Background: an optimization exercise with open tools, aiming at small area, a short achievable clock period and few clock cycles per item. Do not read the settings as production practice.
Function not checked in this run: the RTL went through the layout flow alone.

--- config.mk ---
export PLATFORM = sky130hd
export DESIGN_NAME = pointer_motion_scaler_unit
export DESIGN_NICKNAME = pointer_motion_scaler_unit
export VERILOG_FILES = /design/flow/design.v
export SDC_FILE = /design/flow/constraint.sdc
export NUM_CORES = 4
export LEC_CHECK = 0
export CAP_MARGIN = 20
export CORE_MARGIN = 2
export CORE_UTILIZATION = 40
export SLEW_MARGIN = 20
--- run.sh ---
#!/bin/bash
# synth_recipe.tcl (not shown) runs the flow's synth.tcl, then flattens the netlist and writes it again
# the make line also repeats each setting of config.mk as NAME=value (left out here)
make -C /OpenROAD-flow-scripts/flow DESIGN_CONFIG=/design/flow/config.mk WORK_HOME=/design/flow/orfs CLKGATE_MAP_FILE= SYNTH_SCRIPT=/design/flow/synth_recipe.tcl finish
--- design.v ---
module pointer_motion_scaler_unit (
  input  logic               clk,
  input  logic               rst,
  input  logic               ev_valid,
  output logic               ev_ready,
  input  logic               ev_func,
  input  logic [2:0]         ev_event_kind,
  input  logic signed [15:0] ev_motion_value,
  input  logic               ev_sync_flag,
  input  logic [2:0]         ev_action,
  output logic               res_valid,
  input  logic               res_ready,
  output logic signed [15:0] res_scaled_value,
  output logic               res_keep_event
);
  localparam int C1 = 0, C2 = 1, C4 = 2, C3 = 3, C5 = 4, C20 = 5;
  logic [2:0]        mouse_level, scroll_level;
  logic              inv_h, inv_v;
  logic signed [2:0] carry0, carry1;
  logic signed [5:0] carry2, carry3;
  logic              m_valid;
  logic [17:0]       m_a1;
  logic signed [6:0] m_h;
  logic              m_d1, m_sig, m_kf;
  logic              o_valid;
  logic signed [15:0] o_value;
  logic              o_keep;
  logic o_free, accept;
  assign o_free   = !o_valid || res_ready;
  assign ev_ready = !m_valid || o_free;
  assign accept   = ev_valid && ev_ready;
  logic signed [15:0] v;
  logic [2:0]  kind;
  logic        scale, wheel;
  assign v     = ev_motion_value;
  assign kind  = ev_event_kind;
  assign scale = !kind[2];
  assign wheel = scale && kind[1];
  logic [3:0] code;
  always_comb begin
    if (!scale)      code = 4'd2;
    else if (!wheel) code = {1'b0, mouse_level};
    else             code = {1'b1, scroll_level};
  end
  logic [2:0] cls;
  logic [2:0] msel;     
  logic [1:0] k;
  logic [2:0] tz, tm;   
  logic       zlo;      
  always_comb begin
    case (code)
      4'd0:    begin cls = C2;  msel = 3'd0; k = 2'd1; tz = 3'd1; tm = 3'd2; end  
      4'd1:    begin cls = C4;  msel = 3'd2; k = 2'd2; tz = 3'd1; tm = 3'd1; end  
      4'd2:    begin cls = C1;  msel = 3'd0; k = 2'd0; tz = 3'd0; tm = 3'd1; end  
      4'd3:    begin cls = C4;  msel = 3'd3; k = 2'd2; tz = 3'd0; tm = 3'd0; end  
      4'd4:    begin cls = C2;  msel = 3'd2; k = 2'd1; tz = 3'd0; tm = 3'd0; end  
      4'd5:    begin cls = C4;  msel = 3'd5; k = 2'd2; tz = 3'd0; tm = 3'd0; end  
      4'd8:    begin cls = C4;  msel = 3'd0; k = 2'd2; tz = 3'd3; tm = 3'd4; end  
      4'd9:    begin cls = C3;  msel = 3'd3; k = 2'd0; tz = 3'd2; tm = 3'd3; end  
      4'd10:   begin cls = C20; msel = 3'd6; k = 2'd2; tz = 3'd2; tm = 3'd2; end  
      4'd11:   begin cls = C5;  msel = 3'd4; k = 2'd0; tz = 3'd2; tm = 3'd2; end  
      4'd12:   begin cls = C2;  msel = 3'd0; k = 2'd1; tz = 3'd1; tm = 3'd2; end  
      4'd13:   begin cls = C1;  msel = 3'd0; k = 2'd0; tz = 3'd0; tm = 3'd1; end  
      4'd15:   begin cls = C1;  msel = 3'd2; k = 2'd0; tz = 3'd0; tm = 3'd0; end  
      default: begin cls = C1;  msel = 3'd1; k = 2'd0; tz = 3'd0; tm = 3'd0; end  
    endcase
  end
  logic chain;
  assign chain = (cls == C3) || (cls == C5) || (cls == C20);
  logic sig, nu;
  assign sig = wheel && (kind[0] ? inv_v : inv_h);
  assign nu  = sig ^ chain;
  logic signed [20:0] vx, x1, x2, x3, prod;
  logic cin;
  logic [17:0] z;
  assign vx = 21'(v);
  always_comb begin
    x1 = vx; x2 = '0; x3 = '0; cin = 1'b0;
    case (msel)
      3'd1: x1 = vx <<< 1;                                   
      3'd2: x2 = vx <<< 1;                                   
      3'd3: x2 = vx <<< 2;                                   
      3'd4: begin x1 = vx <<< 1; x2 = vx <<< 2; end          
      3'd5: begin x1 = vx <<< 3; x2 = ~vx; cin = 1'b1; end   
      3'd6: begin x2 = vx <<< 2; x3 = vx <<< 4; end          
      default: ;                                             
    endcase
    prod = x1 + x2 + x3 + 21'(cin);
    case (k)
      2'd1:    z = prod[18:1];
      2'd2:    z = prod[19:2];
      default: z = prod[17:0];
    endcase
  end
  logic [4:0] s3;
  logic [5:0] s5;
  logic [4:0] s5b;
  logic [1:0] v3;
  logic [2:0] v5;
  always_comb begin
    s3 = 5'(v[1:0]) + 5'(v[3:2]) + 5'(v[5:4]) + 5'(v[7:6]) + 5'(v[9:8]) +
         5'(v[11:10]) + 5'(v[13:12]) + 5'(v[14]) + 5'(v[15]);
    s5 = 6'(v[3:0]) + 6'(v[7:4]) + 6'(v[11:8]) +
         6'({v[14], v[13] | v[15], v[12]}) + 6'({v[13] & v[15], 1'b0});
    s5b = 5'(s5[3:0]) + 5'(s5[5:4]);    
    v3 = 2'(s3 % 5'd3);
    v5 = 3'(s5b % 5'd5);
  end
  logic [1:0] l;
  logic [2:0] r;
  logic [4:0] r0;
  logic [2:0] r20;
  always_comb begin
    l = 2'(-v[1:0]);
    case ({v5, l})
      {3'd0, 2'd0}: r20 = 3'd0; {3'd0, 2'd1}: r20 = 3'd1; {3'd0, 2'd2}: r20 = 3'd2; {3'd0, 2'd3}: r20 = 3'd3;
      {3'd1, 2'd0}: r20 = 3'd3; {3'd1, 2'd1}: r20 = 3'd4; {3'd1, 2'd2}: r20 = 3'd0; {3'd1, 2'd3}: r20 = 3'd1;
      {3'd2, 2'd0}: r20 = 3'd1; {3'd2, 2'd1}: r20 = 3'd2; {3'd2, 2'd2}: r20 = 3'd3; {3'd2, 2'd3}: r20 = 3'd4;
      {3'd3, 2'd0}: r20 = 3'd4; {3'd3, 2'd1}: r20 = 3'd0; {3'd3, 2'd2}: r20 = 3'd1; {3'd3, 2'd3}: r20 = 3'd2;
      {3'd4, 2'd0}: r20 = 3'd2; {3'd4, 2'd1}: r20 = 3'd3; {3'd4, 2'd2}: r20 = 3'd4; {3'd4, 2'd3}: r20 = 3'd0;
      default: r20 = 3'd0;
    endcase
    r  = 3'd0;
    r0 = 5'd0;
    case (cls)
      C2:  r0 = {4'd0, v[0]};                                
      C4:  r0 = {3'd0, 2'(v[1:0] * msel_mul4(msel))};
      C3:  begin r = {1'b0, v3}; r0 = {3'd0, v3}; end
      C5:  begin r = (v5 >= 3'd3) ? 3'(2 * v5 - 5) : 3'(2 * v5); r0 = {2'd0, r}; end
      C20: begin r = r20; r0 = {r20, l}; end
      default: ;
    endcase
  end
  function automatic logic [1:0] msel_mul4(input logic [2:0] ms);
    case (ms)
      3'd2:    msel_mul4 = 2'd3;    
      3'd3:    msel_mul4 = 2'd1;    
      3'd5:    msel_mul4 = 2'd3;    
      default: msel_mul4 = 2'd1;    
    endcase
  endfunction
  logic vs4, q0z, q0m1, pneg;
  always_comb begin
    vs4  = (v[15:3] == {13{v[15]}});
    pneg = v[15];
    q0z  = vs4 && !v[15] && (v[2:0] <= tz);
    q0m1 = vs4 && v[15] && (3'(-v[2:0]) <= tm) && (v[2:0] != 3'd0);
  end
  logic signed [5:0] c;
  logic [4:0] dv;
  logic signed [6:0] t, tp, tm1, tm2, rem7;
  logic signed [5:0] rem;
  logic signed [2:0] a;
  logic fneg, fpos, rz, nneg, corr;
  always_comb begin
    case (kind[1:0])
      2'd0: c = 6'(carry0);
      2'd1: c = 6'(carry1);
      2'd2: c = carry2;
      default: c = carry3;
    endcase
    case (cls)
      C2:  dv = 5'd2;
      C4:  dv = 5'd4;
      C3:  dv = 5'd3;
      C5:  dv = 5'd5;
      C20: dv = 5'd20;
      default: dv = 5'd1;
    endcase
    t    = $signed({2'b00, r0}) + 7'(c);
    tp   = t + $signed({2'b00, dv});
    tm1  = t - $signed({2'b00, dv});
    tm2  = tm1 - $signed({2'b00, dv});
    fneg = t[6];
    fpos = !tm1[6];
    rz   = fneg ? (tp == 7'sd0) : (fpos ? (tm1 == 7'sd0) : (t == 7'sd0));
    nneg = (pneg && !(q0m1 && fpos)) || (q0z && fneg);
    corr = nneg && !rz;
    case ({fneg, fpos, corr})
      3'b100:  rem7 = tp;
      3'b101:  rem7 = t;
      3'b010:  rem7 = tm1;
      3'b011:  rem7 = tm2;
      3'b001:  rem7 = tm1;
      default: rem7 = t;
    endcase
    rem = rem7[5:0];
    a   = (fneg ? -3'sd1 : (fpos ? 3'sd1 : 3'sd0)) + (corr ? 3'sd1 : 3'sd0);
  end
  logic signed [6:0] base, step, mr, c7, b0;
  always_comb begin
    case ({cls == C3, r})
      {1'b1, 3'd1}: mr = 7'sd5;
      {1'b1, 3'd2}: mr = 7'sd10;
      {1'b0, 3'd1}: mr = 7'sd3;
      {1'b0, 3'd2}: mr = 7'sd6;
      {1'b0, 3'd3}: mr = 7'sd9;
      {1'b0, 3'd4}: mr = 7'sd12;
      default:      mr = 7'sd0;
    endcase
    case (l)
      2'd2:    c7 = (cls == C20) ? -7'sd1 : 7'sd0;
      2'd3:    c7 = (cls == C20) ? -7'sd2 : 7'sd0;
      default: c7 = 7'sd0;
    endcase
    b0   = c7 - mr;                        
    base = nu ? 7'sd1 - b0 : b0;
    case ({chain, nu, a})
      {2'b10, -3'sd1}: step = -7'sd15;
      {2'b10,  3'sd1}: step =  7'sd15;
      {2'b10,  3'sd2}: step =  7'sd30;
      {2'b11, -3'sd1}: step =  7'sd15;
      {2'b11,  3'sd1}: step = -7'sd15;
      {2'b11,  3'sd2}: step = -7'sd30;
      {2'b00, -3'sd1}: step = -7'sd1;
      {2'b00,  3'sd1}: step =  7'sd1;
      {2'b00,  3'sd2}: step =  7'sd2;
      {2'b01, -3'sd1}: step =  7'sd1;
      {2'b01,  3'sd1}: step = -7'sd1;
      {2'b01,  3'sd2}: step = -7'sd2;
      default:         step = 7'sd0;
    endcase
    if (!scale) step = 7'sd0;
  end
  always_ff @(posedge clk) begin
    if (rst) begin
      mouse_level  <= 3'd4;
      scroll_level <= 3'd2;
      inv_h        <= 1'b0;
      inv_v        <= 1'b0;
      carry0 <= '0; carry1 <= '0; carry2 <= '0; carry3 <= '0;
    end else if (accept) begin
      if (ev_func) begin
        case (ev_action)
          3'd0: inv_v <= !inv_v;
          3'd1: inv_h <= !inv_h;
          3'd2: begin
            if (mouse_level != 3'd6) mouse_level <= mouse_level + 3'd1;
            carry0 <= '0; carry1 <= '0;
          end
          3'd3: begin
            if (mouse_level != 3'd0) mouse_level <= mouse_level - 3'd1;
            carry0 <= '0; carry1 <= '0;
          end
          3'd4: begin
            if (scroll_level != 3'd7) scroll_level <= scroll_level + 3'd1;
            carry2 <= '0; carry3 <= '0;
          end
          3'd5: begin
            if (scroll_level != 3'd0) scroll_level <= scroll_level - 3'd1;
            carry2 <= '0; carry3 <= '0;
          end
          default: ;
        endcase
      end else if (scale) begin
        case (kind[1:0])
          2'd0: carry0 <= 3'(rem);
          2'd1: carry1 <= 3'(rem);
          2'd2: carry2 <= rem;
          default: carry3 <= rem;
        endcase
      end
    end
  end
  always_ff @(posedge clk) begin
    if (rst) m_valid <= 1'b0;
    else if (ev_ready) m_valid <= ev_valid && !ev_func;
    if (ev_ready) begin
      m_a1  <= z ^ {18{nu}};
      m_h   <= base + step;
      m_d1  <= !chain;
      m_sig <= sig;
      m_kf  <= !scale || ev_sync_flag;
    end
  end
  logic [17:0] sa, sb, sc, sd, y18;
  logic signed [17:0] y;
  logic signed [15:0] yc;
  always_comb begin
    sa  = m_a1 + 18'(m_h);
    sb  = sa + (sa << 4);
    sc  = sb + (sb << 8);
    sd  = sc + (sc << 16);
    y18 = m_d1 ? sa : sd;
    y   = $signed(y18);
    if (!y[17] && y[16:15] != 2'b00)          yc = 16'sh7fff;
    else if (y[17] && y[16:15] != 2'b11)      yc = m_sig ? 16'sh8001 : 16'sh8000;
    else if (m_sig && y[15:0] == 16'h8000)    yc = 16'sh8001;
    else                                      yc = y[15:0];
  end
  always_ff @(posedge clk) begin
    if (rst) o_valid <= 1'b0;
    else if (o_free) o_valid <= m_valid;
    if (o_free) begin
      o_value <= yc;
      o_keep  <= m_kf || (yc != 16'sd0);
    end
  end
  assign res_valid        = o_valid;
  assign res_scaled_value = o_value;
  assign res_keep_event   = o_keep;
endmodule
--- constraint.sdc ---
create_clock -name core_clock -period 10.0 [get_ports {clk}]
set_input_delay 2.0000 -clock core_clock [delete_from_list [all_inputs] [get_ports {clk}]]
set_output_delay 2.0000 -clock core_clock [all_outputs]
set_load 0.01 [all_outputs]
==> results.yml <==
logic_synthesis:
  synthMostInstantiatedCell: "inv_1"
  ys_ff_latch: 73
  synth_top_area_cell: "ha_1"
  synth_area_leaders: "ha_1 14%, edfxtp_1 11%, fa_1 7.9%"
  synth_area_sq_mm: 0.0119
  synth-async-reset-ratio: 0
  syn_avg_cell_area_sq_um: 7.94
  netlist_instances: 1499
  synth_ff_type: "edfxtp_1"
  synth_edf_count: 45
  ys_seq_area_frac: 0.161
  syn_nets: 1703
  synth_common_cells: "143 x inv_1, 129 x ha_1, 117 x nand2_1"
  synth_warnings: 1
  synth_top_area_frac: 0.136
  ys_types: 92
layout:
  fin_area_sq_mm: 0.0155
  drive_gt1_frac: 0.253
  antenna_cells: 0
  nets: 1943
  areaGrowthSynthToFinish_pct: 30.0
job:
  drv_cap: 0
timing:
  max_freq_ghz: 0.0865
  hold_viol_final: 0
  clock_skew_ns: 0.00668
  slew_violations: 0
  fin_ws_ns: -1.56
  post-route-period-util: 1.16
  rsz0062_at_grt: "yes"
  setup_violations: 25
  worstMarginPinSlew_ns: 0.956
  fin_crit_ns: 11.56
  finalSetupTns_ns: -18.39
  slew_headroom: 0.346
floorplanning:
  num_io_pins: 47
  die_area_sq_mm: 0.0311
  std_cell_rows: 63
  die_w_um: 176
  core_sq_mm: 0.0295
  die_h_um: 176
  start_util: 0.404
grt:
  grt_pass1_vias: 11100
  met1_usage: 0.288
  grt_max_degree: 37
  gr-total-overflow: 0
  grt.total_usage: 0.207
  antenna_found_initial: 0
  top_usage_layer: "met2"
  met3_usage: 0.0170
  grt_pass1_wl_um: 54000
  use_met2: 0.355
clock_tree:
  cts_tree: "yes"
  cts_hold_buf: 0
  clk_path_buf_depth: 2
  htree_levels: 3
  clkSinkCount: 73
  numCtsBuffers: 9
  cts.clk_slew.worst_paths_ns: 0.06
  clock_latency_ns: 0.34
  root_buffer: "clkbuf_16"
placed_design:
  port_buffers: 46
  hpwl_um: 25500
  postPlaceCellArea_sq_mm: 0.0144
  gp_congestion: 0.919
hold_path:
  min_path_type: "reg2reg"
setup_path:
  crit_fanout: 8
  cp.required_ns: 10.08
  cp_common_cell: "ha_4"
  crit_path_max_incr_delay_ns: 0.62
  arrival_ns: 11.64
  crit_slowest_cell: "fa_2"
  endpoint_kind: "flop"
  startpoint_type: "input pin"
  critPathKind: "in2reg"
route:
  drtAntennaViolNets: 0
  drcViolationCount: 0
  first_pass_iters: 5
  viasPerCell: 5.45
  wire_per_inst_um: 14.9
  drt_wl_total_um: 31900
  vias: 11600
  drt_iter0_markers: 742
run_status:
  so_faults: "negative setup slack"
  status: "complete, but fails checks"
-- timing repair --
action / CTS / global route
setup buffers: 35 / 10
setup endpoints to repair: 25 / 25
resized for setup: 139 / 35
pin swaps: 95 / 46
-- path summary, 6_finish.rpt --
check	startpoint	end	slack (ns)	cells after the start
setup / recovery	ev_motion_value[8]	m_h[5]$_DFFE_PN_	-1.56	56
hold / removal	carry2[4]$_SDFFE_PP0P_	carry2[4]$_SDFFE_PP0P_	0.45	2
setup reg to reg	m_a1[0]$_DFFE_PN_	o_value[14]$_DFFE_PP_	2.48	30
hold reg to reg	carry2[4]$_SDFFE_PP0P_	carry2[4]$_SDFFE_PP0P_	0.45	2
-- cell usage in the layout (no fill, tap or decap), drive strengths merged, types with 14 or more instances in the layout --
cell type        n
dfxtp           28
nand2          117
nor2           116
xor2            52
a211oi          14
a21o            32
xnor2           65
or3             14
nor2b           22
inv            144
clkdlybuf4s50   30
ha             129
nand3           28
nand2b          22
and3            14
edfxtp          45
nor3            41
buf            256
mux2i           23
nand4           14
o21ai          109
o31ai           16
a21oi          104
fa              47
a22oi           19
a31oi           14
o21a            17
-- layer usage --
| metal | part of all wire | up-vias |
|---|---|---|
| met1 | 0.48 | 5492 |
| met3 | 0.039 | 14 |
| met5 | 0 | - |
| li1 | - | 5874 |
| met2 | 0.47 | 250 |
| met4 | 0.0075 | 0 |
-- stage by stage --
stage / std cells / utilization / worst slack, ns / hold WS [ns]
floorplan: 1499 / - / -2.55 / 0.420
global placement: 2079 / 0.487 / -2.75 / 0.432
detailed placement: 2079 / 0.487 / -2.94 / 0.441
CTS: 2126 / 0.519 / -1.57 / 0.448
global route: 2134 / 0.525 / -2.10 / 0.464
finish: 2134 / 0.525 / -1.56 / 0.447
-- worst max-delay path, delay by kind of cell --
family / cells / cell delay, ns
adder cells (fa/ha/maj): 13 / 4.11
AO/OA/AOI/OAI: 15 / 2.01
buffers and inverters: 11 / 0.97
multiplexers: 1 / 0.27
XOR/XNOR: 2 / 0.28
AND/OR/NAND/NOR: 14 / 1.98
-- sequential cells by signal, indices dropped and copies added, names as in the netlist --
register,count
carry1,3
m_d1,1
carry2,6
inv_v,1
m_sig,1
m_valid,1
inv_h,1
carry3,6
o_value,16
carry0,3
scroll_level,3
o_keep,1
mouse_level,3
m_h,7
m_a1,18
m_kf,1
o_valid,1
-- area by class of cell --
type / instances / area, sq um
fill: 2750 / 14000
multi-input combinational: 1215 / 9880
clock buffer: 10 / 229
tap: 390 / 488
inverter: 143 / 546
sequential: 73 / 1910
clock inverter: 6 / 42.5
timing repair buffer: 297 / 2370
-- cell families (layout without fill, tap and decap cells) --
logic type	after synthesis	after routing	share of synthesized area
flops	73	73	0.161
buf+inv	211	456	0.0686
compound gates	436	436	0.245
mux	34	34	0.0326
fa+ha+maj	176	176	0.215
simple gates	450	450	0.188
xor+xnor	119	119	0.0905

[port drivers added, routing unchanged]
In the flow no input, the clock included, has a driving cell. The finished layout below was timed again as built, in two steps. Step 1 assumes that a clkbuf_16 drives the clock port and a buf_2 every other input. Step 2, shift: input delay + t, output delay - t, t = (earliest + latest rising clock arrival at the registers) / 2. This alone moves slack from input paths to output paths. Slacks: ideal ports / drivers / drivers and shift; pairs: ideal ports / drivers.
t, ns: 0.382
setup WS [ns]: -1.558 / -1.543 / -1.925
worst hold slack (ns): 0.447 / 0.447 / 0.447
worst setup path after step 2: input to register
worst register clock-pin slew, ns: 0.06 / 0.06
The setup slack of this run moves by +0.015 ns with the drivers and by -0.367 ns with both steps.
